This design comes from an exercise in tuning for small area and a short achievable clock period on the open sky130 flow, not from production work.
RTL that was checked went through simulation tests only; none was proved equivalent to the original.
The RTL of run 3 was laid out without a check of its function.
No activity file was given, so power comes from the tool's default toggle rates.

[flow/config.mk]
export PLATFORM = sky130hd
export DESIGN_NAME = exec_core_top
export DESIGN_NICKNAME = exec_core_top
export VERILOG_FILES = /design/flow/design.v
export SDC_FILE = /design/flow/constraint.sdc
export NUM_CORES = 4
export LEC_CHECK = 0
export CAP_MARGIN = 20
export CORE_MARGIN = 2
export CORE_UTILIZATION = 40
export CTS_BUF_LIST = sky130_fd_sc_hd__clkbuf_8
export SETUP_SLACK_MARGIN = 3.0
export SLEW_MARGIN = 20
[flow/constraint.sdc]
create_clock -name core_clock -period 5.5 [get_ports {clk}]
set_input_delay 1.1000 -clock core_clock [delete_from_list [all_inputs] [get_ports {clk}]]
set_output_delay 1.1000 -clock core_clock [all_outputs]
set_load 0.01 [all_outputs]
[flow/design.v]
package rv32i_pkg;
    typedef logic [32-1:0]          word_t;
    typedef logic [$clog2(32)-1:0] reg_idx_t;
    typedef enum logic [6:0] {
        op_lui   = 7'b0110111,
        op_auipc = 7'b0010111,
        op_jal   = 7'b1101111,
        op_jalr  = 7'b1100111,
        op_br    = 7'b1100011,
        op_load  = 7'b0000011,
        op_store = 7'b0100011,
        op_imm   = 7'b0010011,
        op_reg   = 7'b0110011
    } opcode_t;
    typedef enum logic [2:0] {
        alu_add = 3'b000,
        alu_sll = 3'b001,
        alu_sra = 3'b010,
        alu_sub = 3'b011,
        alu_xor = 3'b100,
        alu_srl = 3'b101,
        alu_or  = 3'b110,
        alu_and = 3'b111
    } alu_op_t;
    typedef enum logic [2:0] {
        cmp_beq  = 3'b000,
        cmp_bne  = 3'b001,
        cmp_blt  = 3'b100,
        cmp_bge  = 3'b101,
        cmp_bltu = 3'b110,
        cmp_bgeu = 3'b111
    } cmp_op_t;
    typedef enum logic {
        a_sel_rs1 = 1'b0,
        a_sel_pc  = 1'b1
    } alu_a_sel_t;
    typedef enum logic [2:0] {
        b_sel_rs2    = 3'd0,
        b_sel_u_imm  = 3'd1,
        b_sel_i_imm  = 3'd2,
        b_sel_s_imm  = 3'd3,
        b_sel_const4 = 3'd4
    } alu_b_sel_t;
    typedef enum logic {
        cmp_b_rs2   = 1'b0,
        cmp_b_i_imm = 1'b1
    } cmp_b_sel_t;
endpackage
`timescale 1ns/1ps
module exec_core_top (
    input  logic                clk,
    input  logic                rst,
    input  logic                in_valid,
    input  rv32i_pkg::word_t    in_inst,
    input  rv32i_pkg::word_t    in_pc,
    input  logic                wb_en,
    input  rv32i_pkg::reg_idx_t wb_rd,
    input  rv32i_pkg::word_t    wb_data,
    output logic                ex_valid,
    output rv32i_pkg::word_t    ex_inst,
    output rv32i_pkg::word_t    ex_pc,
    output rv32i_pkg::reg_idx_t ex_rd,
    output rv32i_pkg::word_t    ex_alu_out,
    output logic                ex_br_en,
    output rv32i_pkg::word_t    ex_rs2_v
);
    logic [31:0] rf [1:31];
    logic [31:0] wd;
    assign wd = rst ? 32'd0 : wb_data;
    for (genvar g = 1; g < 32; g++) begin : g_rf
        always_ff @(posedge clk) begin
            if (rst || (wb_en && wb_rd == g)) rf[g] <= wd;
        end
    end
    logic [6:0] opc;
    logic [2:0] f3;
    logic is_lui, is_auipc, is_jal, is_jalr, is_br, is_load, is_store, is_imm, is_reg;
    logic op_ok, pc_op;
    logic [4:0] ra, rb;
    logic [31:0] rs1_sel, rs2_sel;
    logic [31:0] rs1_v, a_v, b_v;
    assign opc = in_inst[6:0];
    assign f3  = in_inst[14:12];
    assign ra  = in_inst[19:15];
    assign rb  = in_inst[24:20];
    assign is_lui   = opc == 7'b0110111;
    assign is_auipc = opc == 7'b0010111;
    assign is_jal   = opc == 7'b1101111;
    assign is_jalr  = opc == 7'b1100111;
    assign is_br    = opc == 7'b1100011;
    assign is_load  = opc == 7'b0000011;
    assign is_store = opc == 7'b0100011;
    assign is_imm   = opc == 7'b0010011;
    assign is_reg   = opc == 7'b0110011;
    assign op_ok    = is_lui | is_auipc | is_jal | is_jalr | is_br | is_load |
                      is_store | is_imm | is_reg;
    assign pc_op    = is_auipc | is_jal | is_jalr;
    always_comb begin
        for (int i = 0; i < 32; i++) begin
            rs1_sel[i] = (ra == i);
            rs2_sel[i] = (rb == i);
        end
    end
    logic alu_fn;   
    logic use_rs2, sub;
    logic [31:0] imm, opb_v;
    assign alu_fn  = is_imm | is_reg;
    assign use_rs2 = is_reg | is_br;
    assign sub     = (is_reg && f3 == 3'b000 && in_inst[30]) || is_br ||
                     (alu_fn && f3[2:1] == 2'b01);
    always_comb begin
        imm = ({32{is_load | is_imm}}     & {{20{in_inst[31]}}, in_inst[31:20]})
            | ({32{is_store}}             & {{20{in_inst[31]}}, in_inst[31:25], in_inst[11:7]})
            | ({32{is_lui | is_auipc}}    & {in_inst[31:12], 12'd0})
            | ({32{is_jal | is_jalr}}     & 32'd4);
    end
    always_comb begin
        rs1_v = 32'd0;
        b_v   = 32'd0;
        for (int i = 1; i < 32; i++) begin
            rs1_v = rs1_v | (rf[i] & {32{rs1_sel[i]}});
            b_v   = b_v   | (rf[i] & {32{rs2_sel[i]}});
        end
        a_v = ({32{pc_op}} & in_pc) | ({32{!pc_op && !is_lui}} & rs1_v);
        opb_v = (use_rs2 ? b_v : imm) ^ {32{sub}};
    end
    logic id_valid;
    logic [31:0] id_inst, id_pc, id_a, id_b, id_p, id_g;
    logic [4:0]  id_sh;
    logic id_sub, id_r_add, id_r_sll, id_r_sr, id_r_xor, id_r_or, id_r_and;
    logic id_c_eq, id_c_uns, id_c_inv, id_c_zero;
    always_ff @(posedge clk) begin
        id_valid <= !rst && in_valid && op_ok;
        id_inst  <= in_inst;
        id_pc    <= in_pc;
        id_a     <= a_v;
        id_b     <= b_v;
        id_p     <= a_v ^ opb_v;
        id_g     <= a_v & opb_v;
        id_sh    <= opb_v[4:0];
        id_sub   <= sub;
        id_r_add <= !alu_fn || f3 == 3'b000 || f3 == 3'b010 || f3 == 3'b011;
        id_r_sll <= alu_fn && f3 == 3'b001;
        id_r_sr  <= alu_fn && f3 == 3'b101;
        id_r_xor <= alu_fn && f3 == 3'b100;
        id_r_or  <= alu_fn && f3 == 3'b110;
        id_r_and <= alu_fn && f3 == 3'b111;
        id_c_eq  <= is_br && !f3[2];
        id_c_uns <= is_br ? f3[1] : f3[0];
        id_c_inv <= is_br && f3[0];
        id_c_zero <= is_br && f3[2:1] == 2'b01;
    end
    logic [31:0] sum, shl, shr, lgc, res;
    logic cout, lt, eq, br;
    logic [32:0] gg [0:6];
    logic [32:0] pp [0:6];
    always_comb begin
        gg[0] = {id_g, id_sub};
        pp[0] = {id_p, 1'b0};
        for (int l = 0; l < 6; l++) begin
            for (int k = 0; k < 33; k++) begin
                if (k >= (1 << l)) begin
                    gg[l+1][k] = gg[l][k] | (pp[l][k] & gg[l][k - (1 << l)]);
                    pp[l+1][k] = pp[l][k] & pp[l][k - (1 << l)];
                end else begin
                    gg[l+1][k] = gg[l][k];
                    pp[l+1][k] = pp[l][k];
                end
            end
        end
    end
    assign sum  = id_p ^ gg[6][31:0];
    assign cout = gg[6][32];
    assign shl  = id_a << id_sh;
    assign shr  = 32'($signed({id_inst[30] & id_a[31], id_a}) >>> id_sh);
    always_comb begin
        lgc = ({32{id_r_sll}} & shl)
            | ({32{id_r_sr}}  & shr)
            | ({32{id_r_xor}} & id_p)
            | ({32{id_r_or}}  & (id_p | id_g))
            | ({32{id_r_and}} & id_g);
        res = id_r_add ? sum : lgc;
    end
    assign eq = &id_p;
    assign lt = id_c_uns ? !cout : (cout ^ id_p[31]);
    assign br = !id_c_zero && ((id_c_eq ? eq : lt) ^ id_c_inv);
    always_ff @(posedge clk) begin
        ex_valid   <= !rst && id_valid;
        ex_inst    <= id_inst;
        ex_pc      <= id_pc;
        ex_alu_out <= res;
        ex_br_en   <= br;
        ex_rs2_v   <= id_b;
    end
    assign ex_rd = ex_inst[11:7];
endmodule
[flow/run.sh]
#!/bin/bash
# synth_recipe.tcl (not shown) runs the flow's synth.tcl, then flattens the netlist and writes it again
# the make line also repeats each setting of config.mk as NAME=value (left out here)
make -C /OpenROAD-flow-scripts/flow DESIGN_CONFIG=/design/flow/config.mk WORK_HOME=/design/flow/orfs CLKGATE_MAP_FILE= SYNTH_SCRIPT=/design/flow/synth_recipe.tcl finish
==> impl_results.md, run 1 <==
* CTS clk-pin slew, worst paths at 0.07 ns
* Final HPWL DP at 170.0 mm
* Outcome: finished clean
* Sequential share of power at 50.5%
* DP Area at 62,910 sq um
* GRT met1 Usage at 46.56%
* Post-synthesis sequential area ratio at 65.89%
* CTS buffer count at 206
* Placed Instances at 6,085
* Slew at the pin closest to its max-slew limit at 1.257 ns
* Drt total wl at 305.3 mm
* Post-synthesis net count at 4,249
* Final nets at 5,085
* Fin. max-slew vios at 0
* Clk root buf: clkbuf_8
* Top cells by area, synth: edfxtp_1 54%, dfxtp_1 12%, a22oi_1 9.6%
* IO buf count at 239
* DP Worst Slack at 0.6420 ns
* Die X-Extent at 376.5 um
* YS warnings at 4
* Max-slew headroom at 15.84%
* Setup Crit Path Kind: flip-flop to flip-flop
* Largest reg by FF count: rf
* Main synth FF type: edfxtp_1
* Period minus WS final at 2.750 ns
* Global route overflow at 0
* Worst VDD drop at 272.2 uV
* Reg-to-Reg End: ex_alu_out[30]$_DFF_P_
* Final WS setup at 2.750 ns
* Final GP Congestion at 1.040
* Post-synth top cells: 992 x edfxtp_1, 713 x a22oi_1, 339 x dfxtp_1
* Via count at 51,015
* RSZ-0062 raised after global routing: true
* Fin Setup TNS at 0 ns
* Power, Total at 25.44 mW
* Util after Layout at 54.80%
* P&R area growth vs syn at 35.90%
* Hold Path Stages at 0
* Max-cap violations at 0
* Multi-input gate area at 21,380 sq um
* LEAKAGE at 27.17 nW
* Achievable clock frequency at 363.6 MHz
* Die area at 141,800 sq um
* Post-route cell area at 75,440 sq um
* Fillcell total at 10,979
* Die Ht at 376.5 um
* Initial core utilization at 40.32%
* Final Skew at 0.08033 ns
* Final Cycle Share at 50.01%
* DRC at 0
* CP Max Fanout at 4
* CTS sink count at 1,331
* Internal power at 18.00 mW
* Initial drt markers at 13,344
* Endpoints failing hold at 0
* Yosys reg bits at 1,331
* Layout cells sized above 1 at 37.36%
* Critical Path AT at 3.56 ns
* Hold Crit Class: flip-flop to flip-flop
* H-tree depth at 4
* Comb pwr share at 14.2%
* Post-DR wirelength/cell at 44.14 um
* Ports at 240
* Syn Std Cell Area at 55,510 sq um
* Hold slack at 0.2574 ns
* Reg area at 36,740 sq um
* CP endpoint kind: flip-flop
* FF-to-FF Start: id_sh[0]$_DFF_P_
* CTS Hold Buffers Added at 0
* Path depth of the worst reg2reg path at 11
* Core Rows at 136
* First drt pass iteration count at 22
* Insertion delay to the later sink of the worst-skew pair at 1.02 ns
* Most area-hungry cell type in the Yosys netlist: edfxtp_1
* Drt via density at 7.374
* Post-synth EDFFs at 992
* GR Layer Usage met2 at 57.14%
* Worst hold start: id_b[17]$_DFF_P_
* Worst Hold Path EP: ex_rs2_v[17]$_DFF_P_
* CTS Buffer Depth at 3
* Max reg flops at 992
* Setup crit start kind: flip-flop
* Std-Cell Core Area at 137,700 sq um
* Yosys cell types at 84
* Post-Syn Area per Cell at 13.50 sq um
* CTS tree: yes
* Most numerous cell in the Yosys netlist: edfxtp_1
* PD cells at 337.3 nW/um^2
* Number of global-route vias before repair at 46,565
* Worst Path Required at 6.31 ns
* Pin count of the biggest net entering global routing at 62
* Busiest metal layer after global routing: met2
* Cells after Synth at 4,111
* Final Setup Violations at 0
* Share of the synthesized area in the top cell type at 53.67%
* Global-route wire length before repair at 388.4 mm
* Post-synthesis async set-or-reset flop share at 0%
* Clock network power share at 35.3%
* Register-to-register setup slack at 2.75 ns
* Total global-route track usage at 40.12%
* Switching share of total power at 29.24%
* Finished Layout Cells at 6,918
* Post-DRT Antenna Nets at 0
* Initial antenna violation count at 15
* Met3 usage at 18.38%
* P_sw at 7.440 mW
## metal layers
| layer | vias up | wire length (um) |
|---|---|---|
| met5 | - | 665 |
| met4 | 28 | 34860 |
| met3 | 2072 | 53510 |
| met2 | 6287 | 122200 |
| met1 | 24108 | 94110 |
| li1 | 18520 | - |
## power groups by stage
| stage | clock [mW] | sequential, mW | combinational, mW |
|---|---|---|---|
| global route | 9.39 | 12.9 | 3.64 |
| detailed placement | 0 | 12.9 | 2.80 |
| finish | 8.97 | 12.8 | 3.62 |
| floorplan | 0 | 12.5 | 1.36 |
| CTS | 8.95 | 12.7 | 3.07 |
| global placement | 0 | 12.9 | 2.80 |
## kinds of logic after synthesis
| kind of cell | after synthesis | synth area share, % |
|---|---|---|
| AND/OR/NAND/NOR | 850 | 7.301 |
| XOR/XNOR | 61 | 0.9625 |
| multiplexers | 146 | 3.988 |
| adder cells (fa/ha/maj) | 33 | 0.7439 |
| buffers and inverters | 325 | 2.649 |
| AO/OA/AOI/OAI | 1365 | 18.46 |
| flip-flops | 1331 | 65.89 |
## layout make-up
type                       instances  area share, %
sequential                      1331          48.70
multi-input combinational       2465          28.34
timing repair buffer             927          14.05
clock buffer                     226          4.123
tap                             1794          2.976
clock inverter                   156          1.702
inverter                          16        0.09454
antenna                            3       0.009952
## worst max path at each step
| stage | start | endpoint | slack, ns | cells after the start |
|---|---|---|---|---|
| 6_report | id_sh[0]$_DFF_P_ | ex_alu_out[30]$_DFF_P_ | 2.75 | 11 |
| 5_1_grt | id_sh[0]$_DFF_P_ | ex_alu_out[30]$_DFF_P_ | 2.77 | 11 |
| 4_1_cts | id_sh[2]$_DFF_P_ | ex_alu_out[28]$_DFF_P_ | 2.74 | 9 |
| 3_5_place_dp | in_inst[18] | id_p[3]$_DFF_P_ | 0.64 | 11 |
| 3_3_place_gp | in_inst[18] | id_p[3]$_DFF_P_ | 0.74 | 11 |
| 2_1_floorplan | wb_rd[0] | rf[18][0]$_DFFE_PP_ | 2.49 | 3 |
## placed cells by master, fill, tap and decap left out, types with 36 or more instances in the layout
master	instances
a21oi_1	66
a221oi_1	72
a221oi_2	62
a222oi_1	64
a22o_1	107
a22oi_1	647
a22oi_2	67
buf_12	181
buf_2	52
buf_4	394
buf_6	163
clkbuf_8	227
clkdlybuf4s50_1	81
clkinv_1	36
clkinv_2	39
dfxtp_1	233
dfxtp_2	94
edfxtp_1	992
inv_1	56
mux2i_1	46
mux4_2	57
nand2_1	243
nand2_2	36
nand3_1	114
nand4_1	97
nor2_1	69
nor2_4	66
o21ai_0	73
o21ai_2	41
## worst max-delay path, stage by stage (launching register included)
cell      delay [ns]
dfxtp_4         0.38
buf_12          0.14
buf_4           0.16
buf_4           0.14
mux4_2          0.54
nor2_2          0.13
a21oi_2         0.09
a21oi_2         0.23
o21ai_2         0.09
a221oi_2        0.38
a311oi_2        0.10
o311a_4         0.20
## what timing repair did
item | in CTS | in global routing
setup endpoints to repair | 1014 | 566
buffers inserted | 245 | 169
cloned | 16 | 18
pin swaps | 131 | 257
resized for setup | 1038 | 406
==> run 2, diff against run 1 <==
--- a/flow/config.mk
+++ b/flow/config.mk
@@ -10,4 +10,3 @@
 export CORE_UTILIZATION = 40
-export CTS_BUF_LIST = sky130_fd_sc_hd__clkbuf_8
-export SETUP_SLACK_MARGIN = 3.0
+export SETUP_SLACK_MARGIN = 2.8
 export SLEW_MARGIN = 20
==> run 2 against run 1 <==
Against the previous run:
- maximum frequency fell by 4.5%
- non-clock buffer count fell by 33
- first-iteration DRC count fell by 3.5%
- setup slack got worse by 0.13 ns
- synthesized area did not move
- flip-flop and latch count did not move
- critical path depth rose by 2
- largest power group unchanged
==> impl_results.md, run 2 <==
* Outcome: finished clean
* Main synth FF type: edfxtp_1
* Top cells by area, synth: edfxtp_1 54%, dfxtp_1 12%, a22oi_1 9.6%
* Insertion delay to the later sink of the worst-skew pair at 0.81 ns
* CP Max Fanout at 6
* Max reg flops at 992
* Post-synthesis async set-or-reset flop share at 0%
* Total global-route track usage at 39.38%
* Period minus WS final at 2.881 ns
* Final GP Congestion at 1.051
* Yosys cell types at 84
* Initial antenna violation count at 11
* Yosys reg bits at 1,331
* Final Cycle Share at 52.38%
* Drt total wl at 296.2 mm
* PD cells at 345.5 nW/um^2
* Reg-to-Reg End: ex_alu_out[22]$_DFF_P_
* H-tree depth at 4
* Pin count of the biggest net entering global routing at 63
* Post-synthesis net count at 4,249
* Largest reg by FF count: rf
* Internal power at 18.52 mW
* FF-to-FF Start: id_sh[1]$_DFF_P_
* Final Skew at 0.02627 ns
* Syn Std Cell Area at 55,510 sq um
* IO buf count at 239
* Post-synth EDFFs at 992
* Cells after Synth at 4,111
* Global-route wire length before repair at 379.8 mm
* Post-synthesis sequential area ratio at 65.89%
* Endpoints failing hold at 0
* Clk root buf: clkbuf_16
* Global route overflow at 0
* Worst VDD drop at 316.2 uV
* LEAKAGE at 26.55 nW
* Register-to-register setup slack at 2.70 ns
* Die X-Extent at 376.5 um
* Most common cell after layout, fill and taps aside: edfxtp_1
* Layout cells sized above 1 at 30.14%
* P&R area growth vs syn at 33.87%
* Die area at 141,800 sq um
* CTS Buffer Depth at 3
* Post-DR wirelength/cell at 43.86 um
* CTS buffer count at 137
* Worst Path Required at 6.18 ns
* Initial drt markers at 12,873
* Via count at 49,809
* Power, Total at 25.67 mW
* Die Ht at 376.5 um
* Fin. max-slew vios at 0
* Critical Path AT at 3.56 ns
* Hold Path Stages at 0
* Number of global-route vias before repair at 45,519
* Finished Layout Cells at 6,753
* Slew at the pin closest to its max-slew limit at 1.165 ns
* Max-slew headroom at 22.01%
* YS warnings at 4
* GRT met1 Usage at 44.90%
* Max-cap violations at 0
* GR Layer Usage met2 at 57.33%
* Clock network power share at 36.9%
* Setup crit start kind: input port
* Most numerous cell in the Yosys netlist: edfxtp_1
* CTS clk-pin slew, worst paths at 0.06 ns
* Hold Crit Class: flip-flop to flip-flop
* CTS sink count at 1,331
* Worst setup path end: id_p[2]$_DFF_P_
* Path depth of the worst reg2reg path at 7
* Core Rows at 136
* Final HPWL DP at 171.6 mm
* DRC at 0
* First drt pass iteration count at 28
* Met3 usage at 18.79%
* CP endpoint kind: flip-flop
* Most frequent cells in the layout: 992 x edfxtp_1, 655 x a22oi_1, 390 x buf_4, 323 x dfxtp_1, 238 x nand2_1
* CTS Hold Buffers Added at 0
* RSZ-0062 raised after global routing: true
* Achievable clock frequency at 347.1 MHz
* Sequential share of power at 49.8%
* Drt via density at 7.376
* Busiest metal layer after global routing: met2
* Std-Cell Core Area at 137,700 sq um
* Comb pwr share at 13.3%
* Post-synth top cells: 992 x edfxtp_1, 713 x a22oi_1, 339 x dfxtp_1
* Most area-hungry cell type in the Yosys netlist: edfxtp_1
* Initial core utilization at 40.32%
* Fin Setup TNS at 0 ns
* Final Setup Violations at 0
* Share of the synthesized area in the top cell type at 53.67%
* Post-DRT Antenna Nets at 0
* Post-Syn Area per Cell at 13.50 sq um
* Ports at 240
* Placed Instances at 6,104
* Final nets at 4,983
* Switching share of total power at 27.85%
* Setup Crit Path Kind: input port to flip-flop
* P_sw at 7.148 mW
* Worst Setup SP: in_inst[24]
* CTS tree: yes
run 2: cell counts after synthesis:
Identical to the previous run, type by type.
run 2: through the flow:
step	hold WS, ns	setup slack [ns]	area [sq um]	util [%]
final	0.3234	2.619	74310	53.98
after global routing	0.3282	2.606	74290	53.97
after CTS	0.3229	2.645	71160	51.69
after detailed placement	0.3121	0.4435	62580	45.46
after floorplan	0.3096	2.491	57010	-
after global placement	0.3101	0.2769	62550	45.44
run 2: logic make-up (layout without fill, tap and decap cells):
| logic type | after synthesis | after routing | share of synthesized area (%) |
|---|---|---|---|
| mux | 146 | 146 | 3.988 |
| other cells | 0 | 8 | 0 |
| buf+inv | 325 | 1156 | 2.649 |
| simple gates | 850 | 854 | 7.301 |
| xor+xnor | 61 | 61 | 0.9625 |
| flops | 1331 | 1331 | 65.89 |
| fa+ha+maj | 33 | 33 | 0.7439 |
| compound gates | 1365 | 1370 | 18.46 |
run 2: area by class of cell:
| cell class | instances | area (sq um) |
|---|---|---|
| fill | 11112 | 63350 |
| sequential | 1331 | 36610 |
| clock buffer | 178 | 3802 |
| timing repair inverter | 1 | 5.005 |
| multi-input combinational | 2464 | 20920 |
| inverter | 16 | 65.06 |
| timing repair buffer | 894 | 9961 |
| clock inverter | 67 | 686.9 |
| antenna | 8 | 20.02 |
| tap | 1794 | 2245 |
run 2: timing repair:
action                                  4_1_cts  5_1_grt
endpoints found under the setup margin     1251      472
resized for setup                           493      325
pin swaps                                   149      262
gates cloned                                 12       15
setup buffers                               257      112
run 2: layer usage:
| metal | vias to the layer above | share of wire, % | wire length [um] |
|---|---|---|---|
| li1 | 18267 | - | - |
| met1 | 23805 | 31 | 92210 |
| met2 | 5848 | 41 | 121500 |
| met3 | 1865 | 17 | 50760 |
| met4 | 24 | 10 | 31040 |
| met5 | - | 0.23 | 678 |
run 2: how the worst min path moves through the flow:
stage	start	endpoint	slack [ns]
after floorplan	id_inst[0]$_DFF_P_	ex_inst[0]$_DFF_P_	0.31
after global placement	id_inst[28]$_DFF_P_	ex_inst[28]$_DFF_P_	0.31
after detailed placement	id_inst[6]$_DFF_P_	ex_inst[6]$_DFF_P_	0.31
after CTS	id_inst[0]$_DFF_P_	ex_inst[0]$_DFF_P_	0.32
after global routing	id_pc[24]$_DFF_P_	ex_pc[24]$_DFF_P_	0.33
final	id_inst[0]$_DFF_P_	ex_inst[0]$_DFF_P_	0.32
run 2: power by group through the flow:
stage,Clock [mW],Sequential [mW],Combinational (mW)
6_report,9.47,12.8,3.41
5_1_grt,9.84,12.8,3.44
4_1_cts,9.44,12.7,2.99
3_5_place_dp,0,12.9,2.80
3_3_place_gp,0,12.9,2.80
2_1_floorplan,0,12.5,1.33
run 2: worst max-delay path, cell delays in order:
cell and delay (ns):
buf_12 0.12, or3b_4 0.26, buf_4 0.13, nor2_4 0.04, buf_12 0.15, buf_4 0.19
a222oi_1 0.40, nand3_1 0.20, nor2_2 0.18, nand2_2 0.12, a221oi_4 0.28, xnor2_1 0.15
ha_1 0.24
==> run 3, diff against run 2 <==
--- a/flow/design.v
+++ b/flow/design.v
@@ -80,3 +80,3 @@
     logic [31:0] rs1_sel, rs2_sel;
-    logic [31:0] rs1_v, a_v, b_v;
+    logic [31:0] a_v, b_v;
     assign opc = in_inst[6:0];
@@ -99,3 +99,3 @@
         for (int i = 0; i < 32; i++) begin
-            rs1_sel[i] = (ra == i);
+            rs1_sel[i] = (ra == i) && !pc_op && !is_lui;
             rs2_sel[i] = (rb == i);
@@ -103,30 +103,17 @@
     end
-    logic alu_fn;   
-    logic use_rs2, sub;
-    logic [31:0] imm, opb_v;
-    assign alu_fn  = is_imm | is_reg;
-    assign use_rs2 = is_reg | is_br;
-    assign sub     = (is_reg && f3 == 3'b000 && in_inst[30]) || is_br ||
-                     (alu_fn && f3[2:1] == 2'b01);
     always_comb begin
-        imm = ({32{is_load | is_imm}}     & {{20{in_inst[31]}}, in_inst[31:20]})
-            | ({32{is_store}}             & {{20{in_inst[31]}}, in_inst[31:25], in_inst[11:7]})
-            | ({32{is_lui | is_auipc}}    & {in_inst[31:12], 12'd0})
-            | ({32{is_jal | is_jalr}}     & 32'd4);
-    end
-    always_comb begin
-        rs1_v = 32'd0;
-        b_v   = 32'd0;
+        a_v = pc_op ? in_pc : 32'd0;
+        b_v = 32'd0;
         for (int i = 1; i < 32; i++) begin
-            rs1_v = rs1_v | (rf[i] & {32{rs1_sel[i]}});
-            b_v   = b_v   | (rf[i] & {32{rs2_sel[i]}});
+            a_v = a_v | (rf[i] & {32{rs1_sel[i]}});
+            b_v = b_v | (rf[i] & {32{rs2_sel[i]}});
         end
-        a_v = ({32{pc_op}} & in_pc) | ({32{!pc_op && !is_lui}} & rs1_v);
-        opb_v = (use_rs2 ? b_v : imm) ^ {32{sub}};
     end
     logic id_valid;
-    logic [31:0] id_inst, id_pc, id_a, id_b, id_p, id_g;
-    logic [4:0]  id_sh;
+    logic [31:0] id_inst, id_pc, id_a, id_b;
+    logic id_b_rs2, id_b_i, id_b_s, id_b_u, id_b_4;
     logic id_sub, id_r_add, id_r_sll, id_r_sr, id_r_xor, id_r_or, id_r_and;
     logic id_c_eq, id_c_uns, id_c_inv, id_c_zero;
+    logic alu_fn;   
+    assign alu_fn = is_imm | is_reg;
     always_ff @(posedge clk) begin
@@ -137,6 +124,8 @@
         id_b     <= b_v;
-        id_p     <= a_v ^ opb_v;
-        id_g     <= a_v & opb_v;
-        id_sh    <= opb_v[4:0];
-        id_sub   <= sub;
+        id_b_rs2 <= !(is_load | is_imm | is_store | is_lui | is_auipc | is_jal | is_jalr);
+        id_b_i   <= is_load | is_imm;
+        id_b_s   <= is_store;
+        id_b_u   <= is_lui | is_auipc;
+        id_b_4   <= is_jal | is_jalr;
+        id_sub   <= is_reg && f3 == 3'b000 && in_inst[30];
         id_r_add <= !alu_fn || f3 == 3'b000 || f3 == 3'b010 || f3 == 3'b011;
@@ -152,35 +141,24 @@
     end
-    logic [31:0] sum, shl, shr, lgc, res;
-    logic cout, lt, eq, br;
-    logic [32:0] gg [0:6];
-    logic [32:0] pp [0:6];
+    logic [31:0] opb, sum, shl, shr, res;
+    logic lt, eq, br;
     always_comb begin
-        gg[0] = {id_g, id_sub};
-        pp[0] = {id_p, 1'b0};
-        for (int l = 0; l < 6; l++) begin
-            for (int k = 0; k < 33; k++) begin
-                if (k >= (1 << l)) begin
-                    gg[l+1][k] = gg[l][k] | (pp[l][k] & gg[l][k - (1 << l)]);
-                    pp[l+1][k] = pp[l][k] & pp[l][k - (1 << l)];
-                end else begin
-                    gg[l+1][k] = gg[l][k];
-                    pp[l+1][k] = pp[l][k];
-                end
-            end
-        end
+        opb = ({32{id_b_rs2}} & id_b)
+            | ({32{id_b_i}}   & {{20{id_inst[31]}}, id_inst[31:20]})
+            | ({32{id_b_s}}   & {{20{id_inst[31]}}, id_inst[31:25], id_inst[11:7]})
+            | ({32{id_b_u}}   & {id_inst[31:12], 12'd0})
+            | ({32{id_b_4}}   & 32'd4);
     end
-    assign sum  = id_p ^ gg[6][31:0];
-    assign cout = gg[6][32];
-    assign shl  = id_a << id_sh;
-    assign shr  = 32'($signed({id_inst[30] & id_a[31], id_a}) >>> id_sh);
+    assign sum = id_sub ? id_a - opb : id_a + opb;
+    assign shl = id_a << opb[4:0];
+    assign shr = 32'($signed({id_inst[30] & id_a[31], id_a}) >>> opb[4:0]);
     always_comb begin
-        lgc = ({32{id_r_sll}} & shl)
+        res = ({32{id_r_add}} & sum)
+            | ({32{id_r_sll}} & shl)
             | ({32{id_r_sr}}  & shr)
-            | ({32{id_r_xor}} & id_p)
-            | ({32{id_r_or}}  & (id_p | id_g))
-            | ({32{id_r_and}} & id_g);
-        res = id_r_add ? sum : lgc;
+            | ({32{id_r_xor}} & (id_a ^ opb))
+            | ({32{id_r_or}}  & (id_a | opb))
+            | ({32{id_r_and}} & (id_a & opb));
     end
-    assign eq = &id_p;
-    assign lt = id_c_uns ? !cout : (cout ^ id_p[31]);
+    assign eq = id_a == opb;
+    assign lt = id_c_uns ? (id_a < opb) : ($signed(id_a) < $signed(opb));
     assign br = !id_c_zero && ((id_c_eq ? eq : lt) ^ id_c_inv);
--- a/flow/config.mk
+++ b/flow/config.mk
@@ -9,4 +9,3 @@
 export CORE_MARGIN = 2
-export CORE_UTILIZATION = 40
-export SETUP_SLACK_MARGIN = 2.8
+export CORE_UTILIZATION = 30
 export SLEW_MARGIN = 20
==> run 3 against run 2 <==
Against the previous run:
- register-to-register slack got worse by 2.1 ns
- synthesized area grew 0.10%
- clock skew grew 0.010 ns
- non-clock buffer count fell by 402
- sequential power decreased by 4%
- clock power grew 3.9%
- flip-flop and latch count is 64 lower
- synthesized cell count rose by 3.5%
- first-iteration DRC count fell by 12%
- critical endpoint is now ex_alu_out[15]$_DFF_P_
- largest power group unchanged
==> impl_results.md, run 3 <==
* Outcome: finished clean
* Hold Path Stages at 0
* Path depth of the worst reg2reg path at 14
* Final nets at 4,781
* Most common cell after layout, fill and taps aside: edfxtp_1
* DP Worst Slack at 0.5059 ns
* P&R area growth vs syn at 22.29%
* Setup Crit Path Kind: flip-flop to flip-flop
* Yosys cell types at 83
* Post-DRT Antenna Nets at 0
* Post-CTS Resized at 0
* Worst hold start: id_pc[15]$_DFF_P_
* FF-to-FF Start: id_b_i$_DFF_P_
* Slowest stage delay, CP at 0.77 ns
* CP Max Fanout at 14
* Final GP Congestion at 1.010
* Layout cells sized above 1 at 13.24%
* H-tree depth at 4
* Initial drt markers at 11,306
* Top delay family on crit path: simple AND/OR/NAND/NOR gates
* Main synth FF type: edfxtp_1
* Post-synthesis net count at 4,459
* Most area-hungry cell type in the Yosys netlist: edfxtp_1
* Reg area at 35,300 sq um
* Worst Hold Path EP: ex_pc[15]$_DFF_P_
* Max-slew headroom at 13.25%
* Post-Syn Area per Cell at 13.06 sq um
* YS warnings at 2
* Multi-input gate area at 19,430 sq um
* Max-cap violations at 0
* Post-synth EDFFs at 992
* Initial antenna violation count at 10
* DRC at 0
* Final Skew at 0.03649 ns
* Endpoints failing hold at 0
* Register-to-register setup slack at 0.61 ns
* Slew at the pin closest to its max-slew limit at 1.298 ns
* Insertion delay to the later sink of the worst-skew pair at 0.82 ns
* Max reg flops at 992
* Power, Total at 27.58 mW
* Top cells by area, synth: edfxtp_1 54%, dfxtp_1 9.9%, a22oi_1 7.7%
* Largest reg by FF count: rf
* IO buf count at 239
* Via count at 48,581
* Fin. max-slew vios at 0
* Achievable clock frequency at 204.7 MHz
* CTS sink count at 1,267
* Placed Instances at 6,890
* Pin count of the biggest net entering global routing at 73
* Final Setup Violations at 0
* Cell Chain, Critical Path: or2_2 > and2_1 > buf_4 > a21o_1 > inv_1 > ha_1 > nor2b_1 > a211oi_1 > o21ai_0 > nor3_1 > nor4_1 > a2111oi_0 > xnor2_1 > o21ai_0
* Finished Layout Cells at 7,159
* Final HPWL DP at 184.8 mm
* CTS clk-pin slew, worst paths at 0.06 ns
* Hold Crit Class: flip-flop to flip-flop
* CTS buffer count at 141
* Post-synthesis sequential area ratio at 63.52%
* Initial core utilization at 30.28%
* Util after Layout at 37.03%
* Ports at 240
* CTS Buffer Depth at 3
* Worst VDD drop at 281.7 uV
* CTS tree: yes
* Total global-route track usage at 29.96%
* Die X-Extent at 434.4 um
* Reg-to-Reg End: ex_alu_out[15]$_DFF_P_
* Global route overflow at 0
* Drt total wl at 292.3 mm
* Setup Buffers After CTS at 0
* Core Rows at 157
* Yosys reg bits at 1,267
* Final WS setup at 0.6146 ns
* CP endpoint kind: flip-flop
* Clk root buf: clkbuf_16
* First drt pass iteration count at 14
* Most numerous cell in the Yosys netlist: edfxtp_1
* Most used cell, CP: o21ai_0
* Setup crit start kind: flip-flop
* Post-synthesis async set-or-reset flop share at 0%
* Fillcell total at 17,568
* Critical Path AT at 5.52 ns
* Syn Std Cell Area at 55,560 sq um
* Fin Setup TNS at 0 ns
* Die area at 188,700 sq um
* Drt via density at 6.786
* Post-DR wirelength/cell at 40.83 um
* Final Cycle Share at 88.83%
* CP max-delay cell: nor3_1
* CTS Hold Buffers Added at 0
* Period minus WS final at 4.885 ns
* Number of global-route vias before repair at 45,007
* Post-synth top cells: 992 x edfxtp_1, 567 x a22oi_1, 275 x dfxtp_1
* LEAKAGE at 23.96 nW
* WP buf/inv at 2
* Worst Path Required at 6.14 ns
* RSZ-0062 raised after global routing: false
* Share of the synthesized area in the top cell type at 53.61%
* Cells after Synth at 4,255
* Global-route wire length before repair at 386.6 mm
* Most frequent cells in the layout: 992 x edfxtp_1, 567 x a22oi_1, 274 x dfxtp_1, 238 x clkdlybuf4s50_1, 228 x nand3_1
* Die Ht at 434.4 um
* PD cells at 405.9 nW/um^2
* Std-Cell Core Area at 183,500 sq um
-- run 3: worst max-delay path by stage --
stage | start | end | slack, ns | depth (start not counted)
2_1_floorplan | wb_rd[0] | rf[17][0]$_DFFE_PP_ | 0.13 | 3
3_3_place_gp | in_inst[4] | id_a[15]$_DFF_P_ | 0.55 | 9
6_report | id_b_i$_DFF_P_ | ex_alu_out[15]$_DFF_P_ | 0.61 | 14
5_1_grt | id_b_rs2$_DFF_P_ | ex_alu_out[15]$_DFF_P_ | 0.44 | 13
3_5_place_dp | in_inst[4] | id_a[6]$_DFF_P_ | 0.51 | 11
4_1_cts | id_b_i$_DFF_P_ | ex_alu_out[15]$_DFF_P_ | 0.79 | 14
-- run 3: kinds of logic (layout without fill, tap and decap cells) --
kind of cell / after synthesis / after routing / share of synthesized area, %
AND/OR/NAND/NOR: 834 / 834 / 7.757
other: 0 / 6 / 0
multiplexers: 166 / 166 / 3.004
flip-flops: 1267 / 1267 / 63.52
AO/OA/AOI/OAI: 1445 / 1445 / 20.06
adder cells (fa/ha/maj): 99 / 99 / 2.256
buffers and inverters: 421 / 855 / 3.038
XOR/XNOR: 23 / 23 / 0.3625
-- run 3: metal layers --
metal | GRT usage [%] | vias up | routed length (um)
met5 | 0 | - | 144
met4 | 17.68 | 14 | 21780
met3 | 12.11 | 1476 | 46310
met2 | 44.34 | 5414 | 123900
met1 | 36.64 | 23597 | 100200
li1 | - | 18080 | -
-- run 3: report_power, final --
part	internal [mW]	switching [mW]	total, mW	leakage [nW]
Sequential	11.4	0.938	12.3	11.9
Clock	5.69	4.15	9.84	2.31
Combinational	1.87	3.53	5.40	9.75
Total	19.0	8.61	27.6	24.0
-- run 3: worst register-to-register path: stages, from the launching register on --
cell	delay [ns]
dfxtp_1	0.43
or2_2	0.29
and2_1	0.35
buf_4	0.28
a21o_1	0.13
inv_1	0.07
ha_1	0.54
nor2b_1	0.15
a211oi_1	0.25
o21ai_0	0.28
nor3_1	0.77
nor4_1	0.11
a2111oi_0	0.50
xnor2_1	0.12
o21ai_0	0.46
-- run 3: cell type report --
class                   instances  share of cell area [%]
diodes                          6                 0.02210
clock buffers                 187                   5.854
clock inverters                68                   1.107
inverters                     108                  0.5985
multi-input cells            2567                   28.60
flip-flops and latches       1267                   51.94
well taps                    2464                   4.537
repair buffers                492                   7.340
-- run 3: per-stage QoR --
| stage | area (sq um) | hold WS [ns] |
|---|---|---|
| after floorplan | 55560 | 0.3096 |
| after global placement | 62810 | 0.3103 |
| after detailed placement | 62940 | 0.3121 |
| after CTS | 67670 | 0.3213 |
| after global routing | 67930 | 0.3232 |
| final | 67950 | 0.3147 |

static timing again, ports no longer ideal:
Ports are ideal in the flow. The routed layouts listed here were re-timed in OpenROAD. Step 1: set_driving_cell puts a clkbuf_16 on clk and a buf_2 on each other input, an assumption about the parent block. Step 2 moves the port delays by t, midway between the first and last clock arrival at a register: inputs arrive t later, outputs are due t later. That takes back most of the time a late clock gives input paths. Slacks: ideal / step 1 / step 2; pairs: ideal / step 1.
| run | t, ns | setup slack, ns | worst setup path at the end | clock arrival spread, ns | worst data-port slew with drivers (ns) |
|---|---|---|---|---|---|
| run 1 | 1.058 | 2.750 / 2.750 / 1.710 | input to register | 0.088 / 0.088 | 0.17 |
| run 2 | 0.871 | 2.619 / 2.613 / 1.741 | input to register | 0.035 / 0.035 | 0.18 |
| run 3 | 0.881 | 0.615 / 0.615 / 0.449 | input to register | 0.045 / 0.044 | 0.12 |
After both steps setup and hold are still met in every run listed. The setup slack of run 1, which loses most, moves by 0.000 ns with the drivers and by -1.040 ns with both steps.
